Context: an optimization exercise on an open-source flow, tuned for small area. The choices shown serve that exercise and are no tape-out recipe. Function was checked by simulation only, so behaviour that the tests miss may differ from the original. Power and IR drop assume default switching activity.

`flow/flow/run.sh`:
```
#!/bin/bash
# The standard ORFS layout (the standard.sh, unchanged synthesis), with three changes:
# - port buffers: the smallest buffer, sky130_fd_sc_hd__buf_1, on every input and output;
# - resize step: internal placer buffers removed and high-fanout drivers upsized one step
#   before repair_design (flow/resize_pre.tcl);
# - clock tree: larger sink clusters and no dummy loads, so fewer clock buffers.
# make's output goes to standard.log; ORFS keeps each step's log under orfs/logs/.
set -euo pipefail
here=$(pwd)
export BUFFER_PORTS_ARGS="-buffer_cell sky130_fd_sc_hd__buf_1"
export PRE_RESIZE_TCL="$here/flow/resize_pre.tcl"
export CTS_ARGS="-sink_clustering_enable -repair_clock_nets -dont_use_dummy_load -sink_clustering_size 25 -sink_clustering_max_diameter 100"
bash standard.sh finish > standard.log 2>&1
```
`flow/flow/resize_pre.tcl`:
```
# Sourced by ORFS's resize step (PRE_RESIZE_TCL) before its repair_design.
# Timing-driven global placement buffers every high-fanout net (decoded selects and write
# enables that each reach a whole register, and the write-data bits). A driver one size up
# can carry those loads alone, which is smaller than driver plus buffer. So: take out the
# buffers that the placer's repair added on internal nets (port buffers stay), upsize the
# drivers of high-fanout nets by one step, and let repair_design fix whatever is left.
set block [ord::get_db_block]
set db [ord::get_db]

proc net_has_port {net} {
  if {$net eq "NULL"} { return 0 }
  return [expr {[llength [$net getBTerms]] > 0}]
}

set rm {}
foreach inst [$block getInsts] {
  set m [[$inst getMaster] getName]
  if {![regexp {^sky130_fd_sc_hd__(buf|clkbuf)_[0-9]+$} $m]} { continue }
  set touches_port 0
  foreach it [$inst getITerms] {
    if {[$it isInputSignal] || [$it isOutputSignal]} {
      if {[net_has_port [$it getNet]]} { set touches_port 1 }
    }
  }
  if {!$touches_port} { lappend rm [$inst getName] }
}
puts "bench-flow: removing [llength $rm] internal buffers"
if {[llength $rm] > 0} {
  set objs {}
  foreach n $rm { lappend objs [sta::find_instance $n] }
  remove_buffers {*}$objs
}

set up 0
foreach net [$block getNets] {
  set sig [$net getSigType]
  if {$sig eq "POWER" || $sig eq "GROUND" || $sig eq "CLOCK"} { continue }
  set drv ""
  set fo 0
  foreach it [$net getITerms] {
    if {[$it isOutputSignal]} { set drv $it } elseif {[$it isInputSignal]} { incr fo }
  }
  if {$drv eq "" || $fo < 16} { continue }
  set inst [$drv getInst]
  set m [[$inst getMaster] getName]
  if {[regexp {^(sky130_fd_sc_hd__[a-z0-9]+)_[01]$} $m -> base]} {
    set new ${base}_2
    if {[$db findMaster $new] ne "NULL"} {
      replace_cell [get_cells [$inst getName]] [lindex [get_lib_cells */$new] 0]
      incr up
    }
  }
}
puts "bench-flow: upsized $up high-fanout drivers"
```
`flow/standard.sh`:
```
#!/bin/bash
# synth_recipe.tcl (not shown) runs the flow's synth.tcl, then flattens the netlist and writes it again
# the make line also repeats each setting of config.mk as NAME=value (left out here)
make -C /OpenROAD-flow-scripts/flow DESIGN_CONFIG=/design/flow/config.mk WORK_HOME=/design/flow/orfs CLKGATE_MAP_FILE= SYNTH_SCRIPT=/design/flow/synth_recipe.tcl "${@:-finish}"
```
`flow/config.mk`:
```
export PLATFORM = sky130hd
export DESIGN_NAME = regfile_scoreboard
export DESIGN_NICKNAME = regfile_scoreboard
export VERILOG_FILES = /design/flow/design.v
export SDC_FILE = /design/flow/constraint.sdc
export NUM_CORES = 4
export LEC_CHECK = 0
export CAP_MARGIN = 20
export CORE_MARGIN = 2
export CORE_UTILIZATION = 55
export SETUP_SLACK_MARGIN = 0.2
export SLEW_MARGIN = 20
export SYNTH_HIERARCHICAL = 1
export SYNTH_MINIMUM_KEEP_SIZE = 0
```
`flow/constraint.sdc`:
```
create_clock -name core_clock -period 8.0 [get_ports {clk}]
set_input_delay 1.6000 -clock core_clock [delete_from_list [all_inputs] [get_ports {clk}]]
set_output_delay 1.6000 -clock core_clock [all_outputs]
set_load 0.01 [all_outputs]
```
`flow/design.v`:
```
module rf_word #(
  parameter int W = 32
) (
  input  logic         clk,
  input  logic         we,
  input  logic         wen,
  input  logic [W-1:0] wd,
  output logic [W-1:0] d
);
  logic [W-1:0] q;
  genvar k;
  generate
    for (k = 0; k < W; k++) begin : g_bit
      rf_ao22 u_mux (.a({we, wen}), .b({wd[k], q[k]}), .y(d[k]));
    end
  endgenerate
  always_ff @(posedge clk)
    q <= d;
endmodule
module rf_ao22 (
  input  logic [1:0] a,
  input  logic [1:0] b,
  output logic       y
);
  assign y = |(a & b);
endmodule
module rf_aoi222 (
  input  logic [2:0] a,
  input  logic [2:0] b,
  output logic       y
);
  assign y = ~|(a & b);
endmodule
module rf_and2 (
  input  logic [1:0] a,
  output logic       y
);
  assign y = &a;
endmodule
module rf_and3 (
  input  logic [2:0] a,
  output logic       y
);
  assign y = &a;
endmodule
module rf_ao21 (
  input  logic [1:0] a,
  input  logic       b,
  output logic       y
);
  assign y = (&a) | b;
endmodule
module rf_nand2 (
  input  logic [1:0] a,
  output logic       y
);
  assign y = ~&a;
endmodule
module rf_nand3 (
  input  logic [2:0] a,
  output logic       y
);
  assign y = ~&a;
endmodule
module rf_nand4 (
  input  logic [3:0] a,
  output logic       y
);
  assign y = ~&a;
endmodule
module rf_or3 (
  input  logic [2:0] a,
  output logic       y
);
  assign y = |a;
endmodule
module rf_ao31 (
  input  logic [30:0] s,
  input  logic [30:0] d,
  output logic        y
);
  logic [10:0] n;
  logic [2:0]  g;
  genvar k;
  generate
    for (k = 0; k < 10; k++) begin : g_aoi
      rf_aoi222 u_aoi (.a(s[3*k+2:3*k]), .b(d[3*k+2:3*k]), .y(n[k]));
    end
  endgenerate
  rf_nand2 u_t30 (.a({s[30], d[30]}), .y(n[10]));
  rf_nand4 u_n0 (.a(n[3:0]),  .y(g[0]));
  rf_nand4 u_n1 (.a(n[7:4]),  .y(g[1]));
  rf_nand3 u_n2 (.a(n[10:8]), .y(g[2]));
  rf_or3   u_o  (.a(g), .y(y));
endmodule
module rf_cnt (
  input  logic clk,
  input  logic rst,
  input  logic [1:0] wsel,   
  input  logic       inc,
  output logic       busy,   
  output logic       full    
);
  logic [1:0] r_cnt;
  logic [1:0] w_nxt;
  rf_cnt_busy u_busy (.c(r_cnt), .wsel(wsel), .y(busy));
  rf_cnt_full u_full (.c(r_cnt), .wsel(wsel), .y(full));
  rf_cnt_next u_next (.c(r_cnt), .wsel(wsel), .inc(inc), .n(w_nxt));
  always_ff @(posedge clk or negedge rst) begin
    if (!rst)
      r_cnt <= 2'b00;
    else
      r_cnt <= w_nxt;
  end
endmodule
module rf_cnt_busy (
  input  logic [1:0] c,
  input  logic [1:0] wsel,
  output logic       y
);
  assign y = c[1] | (c[0] & ~&wsel);
endmodule
module rf_cnt_full (
  input  logic [1:0] c,
  input  logic [1:0] wsel,
  output logic       y
);
  assign y = c[1] & c[0] & ~&wsel;
endmodule
module rf_cnt_next (
  input  logic [1:0] c,
  input  logic [1:0] wsel,
  input  logic       inc,
  output logic [1:0] n
);
  logic we, wen, x;
  assign we  = &wsel;
  assign wen = ~we;
  assign x   = we ? (c[1] & ~c[0]) : c[0];
  assign n = {(c[1] & (wen | inc | c[0])) | (wen & inc & c[0]), inc ^ x};
endmodule
module regfile_scoreboard #(
  parameter int REG_LEN      = 32,
  parameter int REG_ADDR_LEN = 5,
  parameter int CNT_W        = 2
) (
  input  logic                    clk,
  input  logic                    rst,
  input  logic [REG_LEN-1:0]      wb_rd_data,
  input  logic [REG_ADDR_LEN-1:0] wb_rd_addr,
  input  logic                    wb_rd_enable,
  input  logic                    id_rs1_read,
  input  logic [REG_ADDR_LEN-1:0] id_rs1_addr,
  input  logic                    id_rs2_read,
  input  logic [REG_ADDR_LEN-1:0] id_rs2_addr,
  input  logic                    issue_valid,
  input  logic [REG_ADDR_LEN-1:0] issue_rd_addr,
  output logic [REG_LEN-1:0]      rs1_data,
  output logic [REG_LEN-1:0]      rs2_data,
  output logic                    stall_req
);
  localparam int NREG = (1 << REG_ADDR_LEN) - 1;    
  logic [NREG-1:0][REG_LEN-1:0] w_next;    
  logic [NREG-1:0]              w_vnext;   
  logic [NREG-1:0]              w_we;      
  logic [NREG-1:0]              w_sel1;    
  logic [NREG-1:0]              w_sel2;
  logic [NREG-1:0]              w_busy;    
  logic [NREG-1:0]              w_full;    
  logic [NREG-1:0]              w_hit1, w_hit2, w_hiti;
  logic [NREG-1:0]              w_inc;
  logic                         w_haz1, w_haz2, w_hazi;
  logic                         w_stall;
  logic [7:0] w_r1_hi, w_r2_hi, w_wb_hi;
  logic [3:0] w_r1_lo, w_r2_lo, w_wb_lo;
  always_comb begin
    for (int j = 0; j < 8; j++) begin
      w_r1_hi[j] = (id_rs1_addr[4:2] == 3'(j));
      w_r2_hi[j] = (id_rs2_addr[4:2] == 3'(j));
      w_wb_hi[j] = wb_rd_enable && (wb_rd_addr[4:2] == 3'(j));
    end
    for (int k = 0; k < 4; k++) begin
      w_r1_lo[k] = (id_rs1_addr[1:0] == 2'(k));
      w_r2_lo[k] = (id_rs2_addr[1:0] == 2'(k));
      w_wb_lo[k] = (wb_rd_addr[1:0] == 2'(k));
    end
  end
  genvar gi;
  generate
    for (gi = 0; gi < NREG; gi++) begin : g_reg
      localparam int A  = gi + 1;    
      localparam int HI = A / 4;
      localparam int LO = A % 4;
      logic r_valid;
      logic w_wen;
      rf_and2  u_we   (.a({w_wb_hi[HI], w_wb_lo[LO]}), .y(w_we[gi]));
      rf_nand2 u_wen  (.a({w_wb_hi[HI], w_wb_lo[LO]}), .y(w_wen));
      rf_and3  u_sel1 (.a({w_r1_hi[HI], w_r1_lo[LO], w_vnext[gi]}), .y(w_sel1[gi]));
      rf_and3  u_sel2 (.a({w_r2_hi[HI], w_r2_lo[LO], w_vnext[gi]}), .y(w_sel2[gi]));
      assign w_hit1[gi]  = w_r1_hi[HI] && w_r1_lo[LO];
      assign w_hit2[gi]  = w_r2_hi[HI] && w_r2_lo[LO];
      assign w_hiti[gi]  = (issue_rd_addr == REG_ADDR_LEN'(A));
      assign w_inc[gi]   = issue_valid && !w_stall && w_hiti[gi];
      rf_ao21 u_vnext (.a({w_wb_hi[HI], w_wb_lo[LO]}), .b(r_valid), .y(w_vnext[gi]));
      rf_cnt u_cnt (
        .clk(clk), .rst(rst), .wsel({w_wb_hi[HI], w_wb_lo[LO]}), .inc(w_inc[gi]),
        .busy(w_busy[gi]), .full(w_full[gi])
      );
      rf_word #(.W(REG_LEN)) u_word (
        .clk(clk), .we(w_we[gi]), .wen(w_wen), .wd(wb_rd_data), .d(w_next[gi])
      );
      always_ff @(posedge clk or negedge rst) begin
        if (!rst)
          r_valid <= 1'b0;
        else
          r_valid <= w_vnext[gi];
      end
    end
    for (gi = 0; gi < REG_LEN; gi++) begin : g_bit
      logic [NREG-1:0] col;
      for (genvar r = 0; r < NREG; r++) begin : g_col
        assign col[r] = w_next[r][gi];
      end
      rf_ao31 u_rd1 (.s(w_sel1), .d(col), .y(rs1_data[gi]));
      rf_ao31 u_rd2 (.s(w_sel2), .d(col), .y(rs2_data[gi]));
    end
  endgenerate
  rf_ao31 u_haz1 (.s(w_hit1), .d(w_busy), .y(w_haz1));
  rf_ao31 u_haz2 (.s(w_hit2), .d(w_busy), .y(w_haz2));
  rf_ao31 u_hazi (.s(w_hiti), .d(w_full), .y(w_hazi));
  assign w_stall   = (id_rs1_read && w_haz1) || (id_rs2_read && w_haz2) ||
                     (issue_valid && w_hazi);
  assign stall_req = w_stall;
endmodule
```
==> flow_metrics.env, run 1 <==
export IMPL_min_period_ps=7770
export IMPL_synth_top_flop_cell="dfxtp_1"
export IMPL_hp_class="reg2reg"
export IMPL_postSynthCellCount=3807
export IMPL_ys_warnings_count=9
export IMPL_rsz0062_at_grt="no"
export IMPL_startpoint_type="input port"
export IMPL_place_congestion=0.949
export IMPL_worstHoldEndpoint="g_reg[23].r_valid"
export IMPL_cp_end_kind="output port"
export IMPL_hold_viol_final=0
export IMPL_clock_path_buffers=3
export IMPL_worst_skew_pair_late_latency_ps=660
export IMPL_port_buffers=122
export IMPL_synth_area_leaders="dfxtp_1 46%, a22o_1 20%, a222oi_1 15%"
export IMPL_crit_arrival_ps=6170
export IMPL_finalSetupTns_ps=0
export IMPL_layout_nets=4028
export IMPL_netlist_area_leader_share=0.456
export IMPL_worst_slew_pin_slew_ps=1360
export IMPL_htreeDepth=2
export IMPL_die_area_um2=81500
export IMPL_grt_overflow_total=0
export IMPL_maxCapViolCount=0
export IMPL_crit_path_top_delay_cell="nand2_2"
export IMPL_skew_ps=63.5
export IMPL_track_usage=0.477
export IMPL_yosysMostFrequentCell="a22o_1"
export IMPL_cts_tree="done"
export IMPL_numPlacedInstances=4967
export IMPL_status="finished clean"
export IMPL_syn_area_per_cell_um2=11.5
export IMPL_grt_util_met3=0.188
export IMPL_path_clk_slew_ps=70
export IMPL_power_density_nw_per_um2=267
export IMPL_clock_sinks=1085
export IMPL_die_h_um=286
export IMPL_drt_iter0_drc=10900
export IMPL_cp_max_fo=32
export IMPL_crit_family="simple AND/OR/NAND/NOR gates"
export IMPL_grt_util_met2=0.682
export IMPL_r2r_end="g_reg[6].u_cnt.r_cnt[1]"
export IMPL_maxSlewViolCount=0
export IMPL_nFillCells=6498
export IMPL_instances_no_fill=5026
export IMPL_num_rows=103
export IMPL_synth_top_area_cell="dfxtp_1"
export IMPL_num_vias=44600
export IMPL_cts_root_buf="clkbuf_16"
export IMPL_hold_depth=1
export IMPL_maxSlewHeadroom=0.0937
export IMPL_cts_resized=0
export IMPL_syn_num_nets=3865
export IMPL_setup_viol=0
export IMPL_critPathRequiredTime_ps=6400
export IMPL_final_core_util=0.599
export IMPL_synth_area_um2=43600
export IMPL_timing_rr_start="g_reg[3].u_cnt.r_cnt[0]"
export IMPL_ys_top_cells_by_count="993 x a22o_1, 992 x dfxtp_1, 670 x a222oi_1, 196 x nand2_1, 134 x nand4_1"
export IMPL_worstHoldStart="g_reg[23].r_valid"
export IMPL_cts_buffers=50
export IMPL_seq_area_frac_synth=0.509
export IMPL_async_flop_share=0.0857
export IMPL_drive_gt1_frac=0.0716
export IMPL_initial_core_util=0.554
export IMPL_critPathBufInv=2
export IMPL_synth_edf_count=0
export IMPL_post_route_period_util=0.972
export IMPL_totalWireLength_um=205000
export IMPL_cpMostUsedCell="buf_1"
export IMPL_grt_pass1_wl_um=293000
export IMPL_drc=0
export IMPL_grtUsageMet1=0.595
export IMPL_antenna_left=0
export IMPL_criticalPathCategory="in2out"
export IMPL_area_delta_synth_final_pct=8.27
export IMPL_core_area_um2=78700
export IMPL_max_stage_delay_ps=1030
export IMPL_post_cts_buffers=0
export IMPL_r2r_setup_slack_ps=4380
export IMPL_peakVddDrop_mv=0.205
export IMPL_grt_pass1_vias=42900
export IMPL_max_freq_mhz=129
export IMPL_p_leak_nw=17.9
export IMPL_grt_max_degree=94
export IMPL_vias_per_cell=8.88
export IMPL_die_x_um=286
export IMPL_rr_worst_depth=9
export IMPL_hold_buffers=0
export IMPL_place_hpwl_um=114000
export IMPL_cp_cell_sequence="buf_1 -> nand2b_1 -> nor2_4 -> nand2_2 -> a22o_1 -> a222oi_1 -> nand4_1 -> or3_1 -> buf_1"
export IMPL_ys_ff_latch=1085
export IMPL_wl_per_cell_um=40.7
export IMPL_ys_types=35
export IMPL_antenna_found_initial=10
export IMPL_ios=123
export IMPL_grt_busiest_layer="met2"
export IMPL_firstDrtPassIters=14
==> modules after synthesis, one instance, submodules excluded, excerpt <==
module	area, um2	copies in the design
rf_cnt	50.0	31
rf_cnt_next	43.8	31
rf_nand4	6.26	134
rf_cnt_full	12.5	31
rf_and2	6.26	31
rf_cnt_busy	11.3	31
rf_nand3	5.00	67
rf_and3	6.26	62
rf_or3	6.26	67
regfile_scoreboard	1920	1
rf_ao21	7.51	31
rf_aoi222	10.0	670
rf_nand2	3.75	98
==> through the flow <==
stage / power, mW / area (um2) / setup WS, ps / hold WS (ps)
finish: 12.6 / 47200 / 225 / 470
global route: 13.0 / 47200 / 280 / 490
CTS: 12.5 / 47100 / 577 / 467
detailed placement: 9.69 / 45900 / 585 / 447
global placement: 9.54 / 47200 / 1200 / 438
floorplan: 8.80 / 43600 / 634 / 429
==> flip-flops by register name, indices dropped and copies added (netlist names) <==
| signal | flops |
|---|---|
| g.u_cnt.r_cnt | 62 |
| g.u_word.q | 992 |
| g.r_valid | 31 |
==> logic make-up after synthesis <==
family	after synthesis	share of synthesized area
xor gates and xnor gates	31	0.00623
DFF	1085	0.509
AOI/OAI and AO/OA	1881	0.386
and+or+nand+nor	764	0.0950
buffers and inverters	46	0.00439
==> cell usage in the layout (no fill, tap or decap), drive strengths merged <==
cell type,instances
a22o,993
dfxtp,992
a222oi,670
nand2,196
nand4,134
buf,132
nor2,100
dfrtp,93
a21oi,93
or3,70
nand3,70
a21o,63
and3,62
clkbuf,51
nor3,33
and2,32
o21ai,31
a31oi,31
and4b,31
xnor2,31
inv,24
nand3b,9
nand2b,9
or3b,9
diode,8
or2,3
nor2b,2
nand4bb,2
or4b,1
nand4b,1
==> where the power goes <==
group	switching (mW)	leakage, nW	internal, mW	total (mW)
Combinational	1.61	7.81	1.16	2.77
Clock	1.77	0.616	1.12	2.89
Sequential	0.441	9.43	6.52	6.96
Total	3.82	17.9	8.80	12.6
==> metal layers <==
metal / wire length (um) / vias up
met5: 227 / -
li1: - / 17300
met1: 70100 / 21600
met2: 83200 / 4593
met3: 34300 / 1127
met4: 16900 / 13
==> how the worst max path moves through the flow <==
stage	from	to	cells past startpoint
final	wb_rd_addr[3]	rs2_data[9]	9
after global routing	wb_rd_addr[3]	rs1_data[28]	9
after CTS	wb_rd_addr[3]	rs1_data[9]	9
after detailed placement	wb_rd_addr[3]	rs1_data[9]	9
after global placement	wb_rd_addr[0]	rs2_data[8]	9
after floorplan	wb_rd_addr[1]	rs1_data[0]	6
==> cell type report <==
class,instances,area [um2],share of cell area
flip-flops and latches,1085,22200,0.470
multi-input cells,2676,21600,0.457
well taps,1050,1310,0.0278
clock buffers,50,1250,0.0265
repair buffers,133,763,0.0162
inverters,24,90.1,0.00191
diodes,8,20.0,0.000424
==> run 2: changes to the inputs <==
--- a/flow/config.mk
+++ b/flow/config.mk
@@ -8,7 +8,7 @@
 export CAP_MARGIN = 20
 export CORE_MARGIN = 2
 export CORE_UTILIZATION = 55
-export SETUP_SLACK_MARGIN = 0.2
+export SETUP_SLACK_MARGIN = 0.5
 export SLEW_MARGIN = 20
 export SYNTH_HIERARCHICAL = 1
 export SYNTH_MINIMUM_KEEP_SIZE = 0
==> run 2 against run 1 <==
Compared with the run above: still clean; wire length hardly changed; clock power hardly changed; maximum frequency increased by 2.7%; sequential power about the same; total power about the same; via count increased by 0.19%; largest power group unchanged.
==> flow_metrics.env, run 2 <==
export IMPL_combPwrFrac=0.220
export IMPL_place_congestion=0.949
export IMPL_cts_buffers=50
export IMPL_final_cell_mix="992 x a22o_1, 992 x dfxtp_1, 670 x a222oi_1"
export IMPL_path_clk_slew_ps=70
export IMPL_synth_simple_gate_area_frac=0.0950
export IMPL_startpoint_type="input port"
export IMPL_min_period_ps=7570
export IMPL_cp_end_kind="output port"
export IMPL_p_leak_nw=17.9
export IMPL_num_rows=103
export IMPL_grt_pass1_wl_um=293000
export IMPL_postSynthCellCount=3807
export IMPL_power_share_clock=0.229
export IMPL_criticalPathCategory="in2out"
export IMPL_grt_max_degree=94
export IMPL_hold_buffers=0
export IMPL_synth_area_um2=43600
export IMPL_synth_top_flop_cell="dfxtp_1"
export IMPL_netlist_area_leader_share=0.456
export IMPL_max_stage_delay_ps=820
export IMPL_synthXorXnorAreaFrac=0.00623
export IMPL_htreeDepth=2
export IMPL_track_usage=0.477
export IMPL_p_seq_frac=0.551
export IMPL_finalSetupTns_ps=0
export IMPL_ios=123
export IMPL_ys_top_cells_by_count="993 x a22o_1, 992 x dfxtp_1, 670 x a222oi_1, 196 x nand2_1, 134 x nand4_1"
export IMPL_cts_resized=0
export IMPL_worst_slew_pin_slew_ps=1360
export IMPL_top_register="g.u_word.q"
export IMPL_die_area_um2=81500
export IMPL_synth_top_family_by_area="compound AO/OA/AOI/OAI gates"
export IMPL_drt_iter0_drc=10800
export IMPL_drc=0
export IMPL_critPathRequiredTime_ps=6400
export IMPL_cpMostUsedCell="buf_1"
export IMPL_die_x_um=286
export IMPL_intPower_mw=8.80
export IMPL_maxSlewHeadroom=0.0940
export IMPL_cts_root_buf="clkbuf_16"
export IMPL_synth_edf_count=0
export IMPL_maxSlewViolCount=0
export IMPL_vias_per_cell=8.90
export IMPL_crit_family="simple AND/OR/NAND/NOR gates"
export IMPL_core_area_um2=78700
export IMPL_ys_warnings_count=9
export IMPL_max_freq_mhz=132
export IMPL_stdcell_area_um2=47200
export IMPL_setup_viol=0
export IMPL_power_density_nw_per_um2=267
export IMPL_antenna_found_initial=10
export IMPL_skew_ps=59.4
export IMPL_synth_compound_area_frac=0.386
export IMPL_status="finished clean"
export IMPL_synth_area_mux_share=0
export IMPL_synth_adder_area_share=0
export IMPL_peakVddDrop_mv=0.206
export IMPL_placed_cell_area_um2=45900
export IMPL_drive_gt1_frac=0.0716
export IMPL_grt_pass1_vias=42900
export IMPL_worst_skew_pair_late_latency_ps=650
export IMPL_p_switching_mw=3.82
export IMPL_reg_top3="g.u_word.q x992, g.u_cnt.r_cnt x62, g.r_valid x31"
export IMPL_synth_top_area_cell="dfxtp_1"
export IMPL_largest_register_ffs=992
export IMPL_maxCapViolCount=0
export IMPL_num_vias=44700
export IMPL_totalWireLength_um=205000
export IMPL_switching_share=0.303
export IMPL_cts_tree="done"
export IMPL_hp_class="reg2reg"
export IMPL_initial_core_util=0.554
export IMPL_crit_arrival_ps=5970
export IMPL_syn_num_nets=3865
export IMPL_cp_cell_sequence="buf_1 -> nand2b_1 -> nor2_4 -> nand2_4 -> a22o_1 -> a222oi_1 -> nand4_1 -> or3_1 -> buf_1"
export IMPL_die_h_um=286
export IMPL_critPathBufInv=2
export IMPL_post_cts_buffers=0
export IMPL_ys_ff_latch=1085
export IMPL_wl_per_cell_um=40.7
export IMPL_grt_overflow_total=0
export IMPL_clock_path_buffers=3
export IMPL_area_delta_synth_final_pct=8.34
export IMPL_yosysMostFrequentCell="a22o_1"
export IMPL_post_route_period_util=0.947
export IMPL_finalPower_mw=12.6
export IMPL_ys_types=35
export IMPL_port_buffers=122
export IMPL_async_flop_share=0.0857
export IMPL_place_hpwl_um=114000
export IMPL_cp_max_fo=32
export IMPL_synth_area_leaders="dfxtp_1 46%, a22o_1 20%, a222oi_1 15%"
export IMPL_firstDrtPassIters=15
export IMPL_crit_path_top_delay_cell="nor2_4"
export IMPL_syn_area_per_cell_um2=11.5
export IMPL_antenna_left=0
export IMPL_layout_nets=4028
export IMPL_seq_area_frac_synth=0.509
export IMPL_clock_sinks=1085
export IMPL_hold_viol_final=0
export IMPL_rsz0062_at_grt="yes"
[run 2: kinds of logic (layout without fill, tap and decap cells)]
kind of cell,after synthesis,in the layout
buffers and inverters,46,207
flip-flops,1085,1085
XOR/XNOR,31,31
AO/OA/AOI/OAI,1881,1881
other,0,7
AND/OR/NAND/NOR,764,764
[run 2: layout make-up]
| type | instances | area, um2 |
|---|---|---|
| flip-flops and latches | 1085 | 22200 |
| diodes | 7 | 17.5 |
| repair buffers | 133 | 763 |
| well taps | 1050 | 1310 |
| inverters | 24 | 90.1 |
| multi-input cells | 2676 | 21600 |
| clock buffers | 50 | 1250 |
| fillers | 6500 | 31500 |
[run 2: final timing paths]
path | startpoint | endpoint | slack (ps) | depth (start not counted)
max in group asynchronous | rst | g_reg[2].u_cnt.r_cnt[0] | 6360 | 1
max | wb_rd_addr[3] | rs2_data[9] | 430 | 9
min reg2reg | g_reg[23].r_valid | g_reg[23].r_valid | 470 | 1
min | g_reg[23].r_valid | g_reg[23].r_valid | 470 | 1
max reg2reg | g_reg[9].u_cnt.r_cnt[0] | g_reg[6].u_cnt.r_cnt[1] | 4320 | 9
min in group asynchronous | rst | g_reg[5].u_cnt.r_cnt[1] | 1010 | 1
[run 2: Yosys stat by module, one instance, submodules excluded, a selection]
module	cells	times used	flops+latches	area [um2]
rf_cnt	2	31	2	50.0
rf_nand2	1	98	0	3.75
rf_and2	1	31	0	6.26
rf_and3	1	62	0	6.26
rf_cnt_full	2	31	0	12.5
rf_aoi222	1	670	0	10.0
rf_cnt_busy	2	31	0	11.3
regfile_scoreboard	260	1	31	1920
rf_ao21	1	31	0	7.51
rf_nand3	1	67	0	5.00
rf_cnt_next	7	31	0	43.8
rf_or3	1	67	0	6.26
rf_nand4	1	134	0	6.26
rf_ao22	1	992	0	8.76
[run 2: through the flow]
step / worst slack (ps) / cells / util / hold WS, ps
floorplan: 634 / 3807 / - / 429
global placement: 1200 / 5193 / 0.600 / 438
detailed placement: 585 / 4967 / 0.582 / 447
CTS: 577 / 5017 / 0.598 / 467
global route: 502 / 5019 / 0.600 / 490
finish: 426 / 5025 / 0.600 / 467
[run 2: power by group through the flow]
stage               clock network [mW]  logic, mW  registers [mW]
detailed placement                   0       2.64            7.05
CTS                               2.87       2.66            6.94
global route                      3.06       2.89            7.06
floorplan                            0       1.87            6.93
global placement                     0       2.53            7.01
finish                            2.89       2.77            6.96
[run 2: metal layers]
layer / wire length [um] / up-vias / global-route usage
li1: - / 17300 / -
met1: 70700 / 21700 / 0.595
met2: 83300 / 4594 / 0.682
met3: 33700 / 1072 / 0.188
met4: 16700 / 13 / 0.316
met5: 206 / - / 0.00872

==> static timing again, ports no longer ideal <==
How much do the figures lean on ideal ports? The routed layouts below were timed once more, with nothing changed but the port constraints. Step 1 (the two cells are an assumption about what drives the block):
set clk [get_ports {clk}]
set_driving_cell -lib_cell sky130_fd_sc_hd__clkbuf_16 $clk
set_driving_cell -lib_cell sky130_fd_sc_hd__buf_2 [delete_from_list [all_inputs] $clk]
Step 2, shift: input delay + t, output delay - t, t = (earliest + latest rising clock arrival at the registers) / 2. This alone moves slack from input paths to output paths. Slacks: ideal ports / drivers / drivers and shift; pairs: ideal ports / drivers.
run | shift t [ns] | setup slack, ns | worst setup path after step 2 | latest minus earliest clock arrival (ns) | cell pins on the clock port's net
run 1 | 0.706 | 0.225 / 0.190 / 0.190 | input to output | 0.075 / 0.075 | 1
run 2 | 0.702 | 0.426 / 0.392 / 0.392 | input to output | 0.073 / 0.072 | 1
After both steps every run listed still meets setup and hold. The setup slack of run 1, which loses most, moves by -0.035 ns with the drivers and by -0.035 ns with both steps.
